Context: an optimization exercise on an open-source flow, tuned for small area and few clock cycles per item. The choices shown serve that exercise and are no tape-out recipe.
In this exercise RTL edits were held to simulation tests only and were not proved equivalent to the original.

==> amber: inputs <==
Design rotate_vertices_about_pivot_top, start of the top module:
module rotate_vertices_about_pivot_top #(
    parameter int COORD_BITS = 16
) (
    input  logic                                   clk,
    input  logic                                   rst_n,
    input  logic                                   cfg_we,
    input  logic [rvp_pkg::CFG_ADDR_W-1:0]         cfg_addr,
    input  logic [((COORD_BITS > 9) ? COORD_BITS : 9)-1:0] cfg_data,
    input  logic                                   s_tvalid,
    output logic                                   s_tready,
    input  logic [((2*COORD_BITS+7)/8)*8-1:0]      s_tdata,
    input  logic [0:0]                             s_tuser,
    output logic                                   m_tvalid,
    input  logic                                   m_tready,
    output logic [((6*COORD_BITS+7)/8)*8-1:0]      m_tdata
);
==> flow/config.mk <==
export PLATFORM = sky130hd
export DESIGN_NAME = rotate_vertices_about_pivot_top
export DESIGN_NICKNAME = rotate_vertices_about_pivot_top
export VERILOG_FILES = /design/flow/design.v
export SDC_FILE = /design/flow/constraint.sdc
export NUM_CORES = 4
export LEC_CHECK = 0
export CAP_MARGIN = 20
export CELL_PAD_IN_SITES_DETAIL_PLACEMENT = 1
export CELL_PAD_IN_SITES_GLOBAL_PLACEMENT = 1
export CORE_MARGIN = 2
export CORE_UTILIZATION = 40
export PLACE_DENSITY = 0.5
export SLEW_MARGIN = 20
export SYNTH_HIERARCHICAL = 1
==> flow/constraint.sdc <==
create_clock -name core_clock -period 11.0 [get_ports {clk}]
set_input_delay 2.2000 -clock core_clock [delete_from_list [all_inputs] [get_ports {clk}]]
set_output_delay 2.2000 -clock core_clock [all_outputs]
set_load 0.01 [all_outputs]
run.sh (not shown) runs the stock make flow with config.mk's settings and CLKGATE_MAP_FILE= SYNTH_SCRIPT=/design/flow/synth_recipe.tcl, a recipe that flattens the netlist after the stock synthesis.
==> ember (differences from amber) <==
--- a/flow/design.v
+++ b/flow/design.v
@@ -70,23 +70,21 @@
     endfunction
     function automatic logic [29:0] trig_values(input angle_t angle);
         logic [13:0] s_lo;
         logic [14:0] s_hi;
         s_lo = sin_lo(angle.m);
         s_hi = sin_hi(angle.m);
         trig_values = angle.swap ? {s_hi, 15'(s_lo)} : {15'(s_lo), s_hi};
     endfunction
-    function automatic logic signed [15:0] round_sat(input logic [17:0] hi, input logic lo_zero);
+    function automatic logic signed [15:0] round_sat(input logic [17:0] hi, input logic dec);
         logic signed [17:0] h;
-        logic               dec;
         logic signed [18:0] q;
-        h   = hi;
-        dec = lo_zero && (h <= 18'sd0);
-        q   = 19'(h) - 19'(dec);
+        h = hi;
+        q = 19'(h) - 19'(dec);
         if (q > 19'sd32767)
             round_sat = 16'sh7fff;
         else if (q < -19'sd32768)
             round_sat = 16'sh8000;
         else
             round_sat = q[15:0];
     endfunction
     function automatic logic [13:0] sin_lo(input logic [5:0] m);
@@ -200,33 +198,35 @@
     input  logic [16:0]        pt,
     input  logic [16:0]        qt,
     input  logic [15:0]        pivot_x_n,
     input  logic [15:0]        pivot_y_n,
     input  logic [1:0]         quad,
     input  logic [14:0]        cos_v,
     input  logic [14:0]        sin_v,
     input  logic [14:0]        sum_v,
-    output logic [17:0]        hi_x,
-    output logic               lo_zero_x,
-    output logic [17:0]        hi_y,
-    output logic               lo_zero_y
+    output logic [17:0]        hi_n_x,
+    output logic               dec_x,
+    output logic [17:0]        hi_n_y,
+    output logic               dec_y
 );
     localparam int W = 32;
     logic [14:0] k_x, k_y, nk_x, nk_y;
     logic [15:0] npiv_x, npiv_y;
     logic [16:0] m00, m01, m10, m11;
     logic [14:0] nrow_x [16];
     logic [14:0] nrow_y [16];
     logic [14:0] nlast_x, nlast_y;
-    logic [W-1:0] sum_x, sum_y;
+    logic [W-1:0] nsum_x, nsum_y;
     logic [481:0] t_x;
     logic [W-1:0] nca_x, ncb_x;
+    logic [W:0] nsum2_x;
     logic [481:0] t_y;
     logic [W-1:0] nca_y, ncb_y;
+    logic [W:0] nsum2_y;
     always_comb
     begin
         unique case (quad)
             2'd0:
             begin
                 k_x = sin_v;
                 k_y = '0;
             end
@@ -528,17 +528,18 @@
     rvp_fa u_x_472 (.a(t_x[409]), .b(t_x[410]), .c(t_x[350]), .s(t_x[470]), .co(t_x[471]));
     rvp_fa u_x_474 (.a(t_x[411]), .b(t_x[412]), .c(t_x[354]), .s(t_x[472]), .co(t_x[473]));
     rvp_fa u_x_476 (.a(t_x[413]), .b(t_x[414]), .c(t_x[358]), .s(t_x[474]), .co(t_x[475]));
     rvp_fa u_x_478 (.a(t_x[415]), .b(t_x[416]), .c(nlast_x[12]), .s(t_x[476]), .co(t_x[477]));
     rvp_fa u_x_480 (.a(t_x[417]), .b(t_x[418]), .c(nlast_x[13]), .s(t_x[478]), .co(t_x[479]));
     rvp_fa u_x_482 (.a(t_x[419]), .b(t_x[420]), .c(nlast_x[14]), .s(t_x[480]), .co(t_x[481]));
     assign nca_x = {t_x[481], t_x[479], t_x[477], t_x[475], t_x[473], t_x[471], t_x[469], t_x[467], t_x[465], t_x[463], t_x[461], t_x[459], t_x[457], t_x[455], t_x[453], t_x[451], t_x[449], t_x[447], t_x[445], t_x[443], t_x[441], t_x[439], t_x[437], t_x[435], t_x[433], t_x[431], t_x[429], t_x[427], t_x[425], t_x[423], t_x[422], nk_x[0]};
     assign ncb_x = {t_x[421], t_x[480], t_x[478], t_x[476], t_x[474], t_x[472], t_x[470], t_x[468], t_x[466], t_x[464], t_x[462], t_x[460], t_x[458], t_x[456], t_x[454], t_x[452], t_x[450], t_x[448], t_x[446], t_x[444], t_x[442], t_x[440], t_x[438], t_x[436], t_x[434], t_x[432], t_x[430], t_x[428], t_x[426], t_x[424], nrow_x[1][0], nrow_x[0][0]};
-    assign sum_x = (~nca_x) + (~ncb_x);
+    assign nsum2_x = {nca_x, 1'b1} + {ncb_x, 1'b1};
+    assign nsum_x = nsum2_x[W:1];
     rvp_fa1 u_y_2 (.a(nk_y[12]), .b(nrow_y[0][12]), .s(t_y[0]), .co(t_y[1]));
     rvp_ha u_y_4 (.a(nk_y[13]), .b(nrow_y[0][13]), .s(t_y[2]), .co(t_y[3]));
     rvp_fa u_y_6 (.a(nrow_y[1][12]), .b(nrow_y[2][11]), .c(nrow_y[3][10]), .s(t_y[4]), .co(t_y[5]));
     rvp_fa u_y_8 (.a(nk_y[14]), .b(npiv_y[0]), .c(nrow_y[0][14]), .s(t_y[6]), .co(t_y[7]));
     rvp_fa u_y_10 (.a(nrow_y[1][13]), .b(nrow_y[2][12]), .c(nrow_y[3][11]), .s(t_y[8]), .co(t_y[9]));
     rvp_fa u_y_12 (.a(nrow_y[4][10]), .b(nrow_y[5][9]), .c(nrow_y[6][8]), .s(t_y[10]), .co(t_y[11]));
     rvp_fa u_y_14 (.a(npiv_y[1]), .b(nrow_y[1][14]), .c(nrow_y[2][13]), .s(t_y[12]), .co(t_y[13]));
     rvp_fa u_y_16 (.a(nrow_y[3][12]), .b(nrow_y[4][11]), .c(nrow_y[5][10]), .s(t_y[14]), .co(t_y[15]));
@@ -774,21 +775,22 @@
     rvp_fa u_y_472 (.a(t_y[409]), .b(t_y[410]), .c(t_y[350]), .s(t_y[470]), .co(t_y[471]));
     rvp_fa u_y_474 (.a(t_y[411]), .b(t_y[412]), .c(t_y[354]), .s(t_y[472]), .co(t_y[473]));
     rvp_fa u_y_476 (.a(t_y[413]), .b(t_y[414]), .c(t_y[358]), .s(t_y[474]), .co(t_y[475]));
     rvp_fa u_y_478 (.a(t_y[415]), .b(t_y[416]), .c(nlast_y[12]), .s(t_y[476]), .co(t_y[477]));
     rvp_fa u_y_480 (.a(t_y[417]), .b(t_y[418]), .c(nlast_y[13]), .s(t_y[478]), .co(t_y[479]));
     rvp_fa u_y_482 (.a(t_y[419]), .b(t_y[420]), .c(nlast_y[14]), .s(t_y[480]), .co(t_y[481]));
     assign nca_y = {t_y[481], t_y[479], t_y[477], t_y[475], t_y[473], t_y[471], t_y[469], t_y[467], t_y[465], t_y[463], t_y[461], t_y[459], t_y[457], t_y[455], t_y[453], t_y[451], t_y[449], t_y[447], t_y[445], t_y[443], t_y[441], t_y[439], t_y[437], t_y[435], t_y[433], t_y[431], t_y[429], t_y[427], t_y[425], t_y[423], t_y[422], nk_y[0]};
     assign ncb_y = {t_y[421], t_y[480], t_y[478], t_y[476], t_y[474], t_y[472], t_y[470], t_y[468], t_y[466], t_y[464], t_y[462], t_y[460], t_y[458], t_y[456], t_y[454], t_y[452], t_y[450], t_y[448], t_y[446], t_y[444], t_y[442], t_y[440], t_y[438], t_y[436], t_y[434], t_y[432], t_y[430], t_y[428], t_y[426], t_y[424], nrow_y[1][0], nrow_y[0][0]};
-    assign sum_y = (~nca_y) + (~ncb_y);
-    assign hi_x      = sum_x[W-1:14];
-    assign lo_zero_x = (sum_x[13:0] == 14'd0);
-    assign hi_y      = sum_y[W-1:14];
-    assign lo_zero_y = (sum_y[13:0] == 14'd0);
+    assign nsum2_y = {nca_y, 1'b1} + {ncb_y, 1'b1};
+    assign nsum_y = nsum2_y[W:1];
+    assign hi_n_x = nsum_x[W-1:14];
+    assign dec_x  = (&nsum_x[13:0]) && (!nsum_x[W-1] || (&hi_n_x));
+    assign hi_n_y = nsum_y[W-1:14];
+    assign dec_y  = (&nsum_y[13:0]) && (!nsum_y[W-1] || (&hi_n_y));
 endmodule
 module rvp_sel_n (
     input  logic sa, a,
     input  logic sb, b,
     input  logic sc, c,
     output logic y
 );
     assign y = ~((sa & a) | (sb & b) | (sc & c));
@@ -861,22 +863,22 @@
 );
     localparam int M_W = ((6*COORD_BITS+7)/8)*8;
     rvp_pkg::angle_t              angle_reg;
     logic [15:0]                  pivot_x_n_reg, pivot_y_n_reg;
     logic                         v1_reg, first1_reg;
     logic [16:0]                  pt_reg, qt_reg;
     logic [16:0]                  dx, dy;
     logic                         m_valid_reg, first_out_reg;
-    logic [17:0]                  hx_out_reg, hy_out_reg;
-    logic                         zx_out_reg, zy_out_reg;
-    logic [14:0]                  trig_cos_reg, trig_sin_reg, trig_sum_reg;
+    logic [17:0]                  hx_n_out_reg, hy_n_out_reg;
+    logic                         dec_x_out_reg, dec_y_out_reg;
+    logic [14:0]                  trig_sum_reg;
     logic [14:0]                  cos_v, sin_v;
-    logic [17:0]                  hi_x, hi_y;
-    logic                         lo_zero_x, lo_zero_y;
+    logic [17:0]                  hi_n_x, hi_n_y;
+    logic                         dec_x, dec_y;
     logic signed [15:0]           rx_out, ry_out;
     logic                         adv1, adv2, take;
     logic signed [15:0]           box_min_x_reg, box_min_y_reg;
     logic signed [15:0]           box_max_x_reg, box_max_y_reg;
     logic signed [15:0]           box_min_x_next, box_min_y_next;
     logic signed [15:0]           box_max_x_next, box_max_y_next;
     always_ff @(posedge clk or negedge rst_n)
     begin
@@ -919,48 +921,46 @@
     begin
         if (adv1 && s_tvalid)
         begin
             {qt_reg, pt_reg} <= rvp_pkg::quarter_turn(dx, dy, angle_reg.quad);
             first1_reg       <= s_tuser[0];
         end
         if (adv2 && v1_reg)
         begin
-            hx_out_reg    <= hi_x;
-            zx_out_reg    <= lo_zero_x;
-            hy_out_reg    <= hi_y;
-            zy_out_reg    <= lo_zero_y;
+            hx_n_out_reg  <= hi_n_x;
+            dec_x_out_reg    <= dec_x;
+            hy_n_out_reg  <= hi_n_y;
+            dec_y_out_reg    <= dec_y;
             first_out_reg <= first1_reg;
         end
     end
     assign {sin_v, cos_v} = rvp_pkg::trig_values(angle_reg);
     always_ff @(posedge clk)
     begin
-        trig_cos_reg <= cos_v;
-        trig_sin_reg <= sin_v;
         trig_sum_reg <= cos_v + sin_v;
     end
     rvp_sub u_sub_x (.a(s_tdata[15:0]),  .nb(pivot_x_n_reg), .d(dx));
     rvp_sub u_sub_y (.a(s_tdata[31:16]), .nb(pivot_y_n_reg), .d(dy));
     rvp_rotate u_rotate (
         .pt        (pt_reg),
         .qt        (qt_reg),
         .pivot_x_n (pivot_x_n_reg),
         .pivot_y_n (pivot_y_n_reg),
         .quad      (angle_reg.quad),
-        .cos_v     (trig_cos_reg),
-        .sin_v     (trig_sin_reg),
+        .cos_v     (cos_v),
+        .sin_v     (sin_v),
         .sum_v     (trig_sum_reg),
-        .hi_x      (hi_x),
-        .lo_zero_x (lo_zero_x),
-        .hi_y      (hi_y),
-        .lo_zero_y (lo_zero_y)
+        .hi_n_x    (hi_n_x),
+        .dec_x     (dec_x),
+        .hi_n_y    (hi_n_y),
+        .dec_y     (dec_y)
     );
-    assign rx_out = rvp_pkg::round_sat(hx_out_reg, zx_out_reg);
-    assign ry_out = rvp_pkg::round_sat(hy_out_reg, zy_out_reg);
+    assign rx_out = rvp_pkg::round_sat(~hx_n_out_reg, dec_x_out_reg);
+    assign ry_out = rvp_pkg::round_sat(~hy_n_out_reg, dec_y_out_reg);
     always_comb
     begin
         if (first_out_reg)
         begin
             box_min_x_next = rx_out;
             box_max_x_next = rx_out;
             box_min_y_next = ry_out;
             box_max_y_next = ry_out;
==> flow/flow/run.sh (new file) <==
#!/bin/bash
# The standard layout (standard.sh), with the ports buffered by the smallest
# buffer cell instead of the one buffer_ports picks by default. Every input
# and output port still gets its own buffer.
set -euo pipefail
export BUFFER_PORTS_ARGS="-buffer_cell sky130_fd_sc_hd__buf_1"
bash standard.sh > standard.log 2>&1
==> flow/standard.sh (new file) <==
#!/bin/bash
# synth_recipe.tcl (not shown) runs the flow's synth.tcl, then flattens the netlist and writes it again
# the make line also repeats each setting of config.mk as NAME=value (left out here)
make -C /OpenROAD-flow-scripts/flow DESIGN_CONFIG=/design/flow/config.mk WORK_HOME=/design/flow/orfs CLKGATE_MAP_FILE= SYNTH_SCRIPT=/design/flow/synth_recipe.tcl "${@:-finish}"
==> flow/config.mk (replaced) <==
export PLATFORM = sky130hd
export DESIGN_NAME = rotate_vertices_about_pivot_top
export DESIGN_NICKNAME = rotate_vertices_about_pivot_top
export VERILOG_FILES = /design/flow/design.v
export SDC_FILE = /design/flow/constraint.sdc
export NUM_CORES = 4
export LEC_CHECK = 0
export CAP_MARGIN = 10
export CELL_PAD_IN_SITES_DETAIL_PLACEMENT = 1
export CELL_PAD_IN_SITES_GLOBAL_PLACEMENT = 1
export CORE_MARGIN = 2
export CORE_UTILIZATION = 40
export CTS_BUF_LIST = sky130_fd_sc_hd__clkbuf_4 sky130_fd_sc_hd__clkbuf_8
export PLACE_DENSITY = 0.5
export SLEW_MARGIN = 10
export SYNTH_HIERARCHICAL = 1
removed: flow/run.sh
==> yarrow (differences from amber) <==
--- a/flow/design.v
+++ b/flow/design.v
@@ -70,23 +70,21 @@
     endfunction
     function automatic logic [29:0] trig_values(input angle_t angle);
         logic [13:0] s_lo;
         logic [14:0] s_hi;
         s_lo = sin_lo(angle.m);
         s_hi = sin_hi(angle.m);
         trig_values = angle.swap ? {s_hi, 15'(s_lo)} : {15'(s_lo), s_hi};
     endfunction
-    function automatic logic signed [15:0] round_sat(input logic [17:0] hi, input logic lo_zero);
+    function automatic logic signed [15:0] round_sat(input logic [17:0] hi, input logic dec);
         logic signed [17:0] h;
-        logic               dec;
         logic signed [18:0] q;
-        h   = hi;
-        dec = lo_zero && (h <= 18'sd0);
-        q   = 19'(h) - 19'(dec);
+        h = hi;
+        q = 19'(h) - 19'(dec);
         if (q > 19'sd32767)
             round_sat = 16'sh7fff;
         else if (q < -19'sd32768)
             round_sat = 16'sh8000;
         else
             round_sat = q[15:0];
     endfunction
     function automatic logic [13:0] sin_lo(input logic [5:0] m);
@@ -201,19 +199,19 @@
     input  logic [16:0]        qt,
     input  logic [15:0]        pivot_x_n,
     input  logic [15:0]        pivot_y_n,
     input  logic [1:0]         quad,
     input  logic [14:0]        cos_v,
     input  logic [14:0]        sin_v,
     input  logic [14:0]        sum_v,
     output logic [17:0]        hi_x,
-    output logic               lo_zero_x,
+    output logic               dec_x,
     output logic [17:0]        hi_y,
-    output logic               lo_zero_y
+    output logic               dec_y
 );
     localparam int W = 32;
     logic [14:0] k_x, k_y, nk_x, nk_y;
     logic [15:0] npiv_x, npiv_y;
     logic [16:0] m00, m01, m10, m11;
     logic [14:0] nrow_x [16];
     logic [14:0] nrow_y [16];
     logic [14:0] nlast_x, nlast_y;
@@ -775,20 +773,20 @@
     rvp_fa u_y_474 (.a(t_y[411]), .b(t_y[412]), .c(t_y[354]), .s(t_y[472]), .co(t_y[473]));
     rvp_fa u_y_476 (.a(t_y[413]), .b(t_y[414]), .c(t_y[358]), .s(t_y[474]), .co(t_y[475]));
     rvp_fa u_y_478 (.a(t_y[415]), .b(t_y[416]), .c(nlast_y[12]), .s(t_y[476]), .co(t_y[477]));
     rvp_fa u_y_480 (.a(t_y[417]), .b(t_y[418]), .c(nlast_y[13]), .s(t_y[478]), .co(t_y[479]));
     rvp_fa u_y_482 (.a(t_y[419]), .b(t_y[420]), .c(nlast_y[14]), .s(t_y[480]), .co(t_y[481]));
     assign nca_y = {t_y[481], t_y[479], t_y[477], t_y[475], t_y[473], t_y[471], t_y[469], t_y[467], t_y[465], t_y[463], t_y[461], t_y[459], t_y[457], t_y[455], t_y[453], t_y[451], t_y[449], t_y[447], t_y[445], t_y[443], t_y[441], t_y[439], t_y[437], t_y[435], t_y[433], t_y[431], t_y[429], t_y[427], t_y[425], t_y[423], t_y[422], nk_y[0]};
     assign ncb_y = {t_y[421], t_y[480], t_y[478], t_y[476], t_y[474], t_y[472], t_y[470], t_y[468], t_y[466], t_y[464], t_y[462], t_y[460], t_y[458], t_y[456], t_y[454], t_y[452], t_y[450], t_y[448], t_y[446], t_y[444], t_y[442], t_y[440], t_y[438], t_y[436], t_y[434], t_y[432], t_y[430], t_y[428], t_y[426], t_y[424], nrow_y[1][0], nrow_y[0][0]};
     assign sum_y = (~nca_y) + (~ncb_y);
-    assign hi_x      = sum_x[W-1:14];
-    assign lo_zero_x = (sum_x[13:0] == 14'd0);
-    assign hi_y      = sum_y[W-1:14];
-    assign lo_zero_y = (sum_y[13:0] == 14'd0);
+    assign hi_x  = sum_x[W-1:14];
+    assign dec_x = (sum_x[13:0] == 14'd0) && (sum_x[W-1] || (hi_x == 18'd0));
+    assign hi_y  = sum_y[W-1:14];
+    assign dec_y = (sum_y[13:0] == 14'd0) && (sum_y[W-1] || (hi_y == 18'd0));
 endmodule
 module rvp_sel_n (
     input  logic sa, a,
     input  logic sb, b,
     input  logic sc, c,
     output logic y
 );
     assign y = ~((sa & a) | (sb & b) | (sc & c));
@@ -862,21 +860,21 @@
     localparam int M_W = ((6*COORD_BITS+7)/8)*8;
     rvp_pkg::angle_t              angle_reg;
     logic [15:0]                  pivot_x_n_reg, pivot_y_n_reg;
     logic                         v1_reg, first1_reg;
     logic [16:0]                  pt_reg, qt_reg;
     logic [16:0]                  dx, dy;
     logic                         m_valid_reg, first_out_reg;
     logic [17:0]                  hx_out_reg, hy_out_reg;
-    logic                         zx_out_reg, zy_out_reg;
-    logic [14:0]                  trig_cos_reg, trig_sin_reg, trig_sum_reg;
+    logic                         dec_x_out_reg, dec_y_out_reg;
+    logic [14:0]                  trig_sum_reg;
     logic [14:0]                  cos_v, sin_v;
     logic [17:0]                  hi_x, hi_y;
-    logic                         lo_zero_x, lo_zero_y;
+    logic                         dec_x, dec_y;
     logic signed [15:0]           rx_out, ry_out;
     logic                         adv1, adv2, take;
     logic signed [15:0]           box_min_x_reg, box_min_y_reg;
     logic signed [15:0]           box_max_x_reg, box_max_y_reg;
     logic signed [15:0]           box_min_x_next, box_min_y_next;
     logic signed [15:0]           box_max_x_next, box_max_y_next;
     always_ff @(posedge clk or negedge rst_n)
     begin
@@ -920,47 +918,45 @@
         if (adv1 && s_tvalid)
         begin
             {qt_reg, pt_reg} <= rvp_pkg::quarter_turn(dx, dy, angle_reg.quad);
             first1_reg       <= s_tuser[0];
         end
         if (adv2 && v1_reg)
         begin
             hx_out_reg    <= hi_x;
-            zx_out_reg    <= lo_zero_x;
+            dec_x_out_reg    <= dec_x;
             hy_out_reg    <= hi_y;
-            zy_out_reg    <= lo_zero_y;
+            dec_y_out_reg    <= dec_y;
             first_out_reg <= first1_reg;
         end
     end
     assign {sin_v, cos_v} = rvp_pkg::trig_values(angle_reg);
     always_ff @(posedge clk)
     begin
-        trig_cos_reg <= cos_v;
-        trig_sin_reg <= sin_v;
         trig_sum_reg <= cos_v + sin_v;
     end
     rvp_sub u_sub_x (.a(s_tdata[15:0]),  .nb(pivot_x_n_reg), .d(dx));
     rvp_sub u_sub_y (.a(s_tdata[31:16]), .nb(pivot_y_n_reg), .d(dy));
     rvp_rotate u_rotate (
         .pt        (pt_reg),
         .qt        (qt_reg),
         .pivot_x_n (pivot_x_n_reg),
         .pivot_y_n (pivot_y_n_reg),
         .quad      (angle_reg.quad),
-        .cos_v     (trig_cos_reg),
-        .sin_v     (trig_sin_reg),
+        .cos_v     (cos_v),
+        .sin_v     (sin_v),
         .sum_v     (trig_sum_reg),
         .hi_x      (hi_x),
-        .lo_zero_x (lo_zero_x),
+        .dec_x     (dec_x),
         .hi_y      (hi_y),
-        .lo_zero_y (lo_zero_y)
+        .dec_y     (dec_y)
     );
-    assign rx_out = rvp_pkg::round_sat(hx_out_reg, zx_out_reg);
-    assign ry_out = rvp_pkg::round_sat(hy_out_reg, zy_out_reg);
+    assign rx_out = rvp_pkg::round_sat(hx_out_reg, dec_x_out_reg);
+    assign ry_out = rvp_pkg::round_sat(hy_out_reg, dec_y_out_reg);
     always_comb
     begin
         if (first_out_reg)
         begin
             box_min_x_next = rx_out;
             box_max_x_next = rx_out;
             box_min_y_next = ry_out;
             box_max_y_next = ry_out;
==> flow/flow/run.sh (new file) <==
#!/bin/bash
# The standard layout (standard.sh), with the ports buffered by the smallest
# buffer cell instead of the one buffer_ports picks by default. Every input
# and output port still gets its own buffer.
set -euo pipefail
export BUFFER_PORTS_ARGS="-buffer_cell sky130_fd_sc_hd__buf_1"
bash standard.sh > standard.log 2>&1
==> flow/standard.sh (new file) <==
#!/bin/bash
# synth_recipe.tcl (not shown) runs the flow's synth.tcl, then flattens the netlist and writes it again
# the make line also repeats each setting of config.mk as NAME=value (left out here)
make -C /OpenROAD-flow-scripts/flow DESIGN_CONFIG=/design/flow/config.mk WORK_HOME=/design/flow/orfs CLKGATE_MAP_FILE= SYNTH_SCRIPT=/design/flow/synth_recipe.tcl "${@:-finish}"
removed: flow/run.sh
==> run summary <==
quantity                                                                      ember                       amber                 yarrow
Status                                                     timing/DRC/antenna clean    timing/DRC/antenna clean  timing/DRC/antenna clean
Startpoint of the worst-slack reg-to-reg timing path                   angle_reg[1]                   qt_reg[1]           angle_reg[1]
CP max stage cell                                          sky130_fd_sc_hd__mux2i_4  sky130_fd_sc_hd__a2111oi_0  sky130_fd_sc_hd__ha_1
Number of buffers between clock root and the deepest sink                         2                           3                      2
Die area                                                                87600 sq um                 90000 sq um            87800 sq um
Clock transition at the registers of the reported paths                     0.13 ns                     0.06 ns                0.08 ns
Synthesized-area fraction occupied by adder cells                             35.5%                       34.4%                  35.3%
Maximum operating frequency                                                99.0 MHz                    99.8 MHz                101 MHz
Sequential-to-total area share from yosys stat                                15.4%                       16.7%                  15.3%
Transition time at the pin with the least slew margin                       1.42 ns                     1.26 ns                1.16 ns
Critical path buffers and inverters                                               3                           3                      5
Non-clock buffer total of the final layout                                      293                         303                    331
Most frequent cell on the critical path                                           -     sky130_fd_sc_hd__a21o_1  sky130_fd_sc_hd__fa_1
DRC marker count from the first detailed-route iteration                       6460                        6283                   6397
Met3 demand-to-capacity share in global routing                               8.51%                       7.67%                  8.78%
Area taken by flip-flops and latches                                     5250 sq um                  5850 sq um             5250 sq um
Chip height                                                             296 microns                 300 microns            296 microns
Testbench counts of amber, summed over its fixed seeds: cycles 12,528, items 12,288.
Testbench counts of ember, summed over its fixed seeds: cycles 12,528, items 12,288.
Testbench counts of yarrow, summed over its fixed seeds: cycles 12,528, items 12,288.

[port drivers added, routing unchanged]
How much do the figures lean on ideal ports? The routed layouts below were timed once more, with nothing changed but the port constraints.
Step 1: set_driving_cell puts a clkbuf_16 on clk and a buf_2 on each other input, an assumption about the parent block.
Step 2 adds t to the input delays and takes it off the output delays; t is the mean of the earliest and latest rising clock arrival at the registers after step 1. Input paths then give back, and output paths get back, about the clock's delay inside the block.
Slacks: no drivers / after step 1 / after step 2; pairs: no drivers / after step 1.
| run | t, ns | slack for setup (ns) | hold slack, ns | latest minus earliest clock arrival (ns) | pins driven straight from the clock port |
|---|---|---|---|---|---|
| amber | 0.645 | 0.976 / 0.901 / 1.144 | 0.442 / 0.442 / 0.442 | 0.031 / 0.031 | 1 |
| ember | 0.685 | 0.899 / 0.899 / 0.899 | 0.450 / 0.450 / 0.450 | 0.036 / 0.035 | 1 |
| yarrow | 0.609 | 1.054 / 1.054 / 1.054 | 0.427 / 0.427 / 0.427 | 0.021 / 0.021 | 1 |
After both steps every run listed still meets setup and hold.
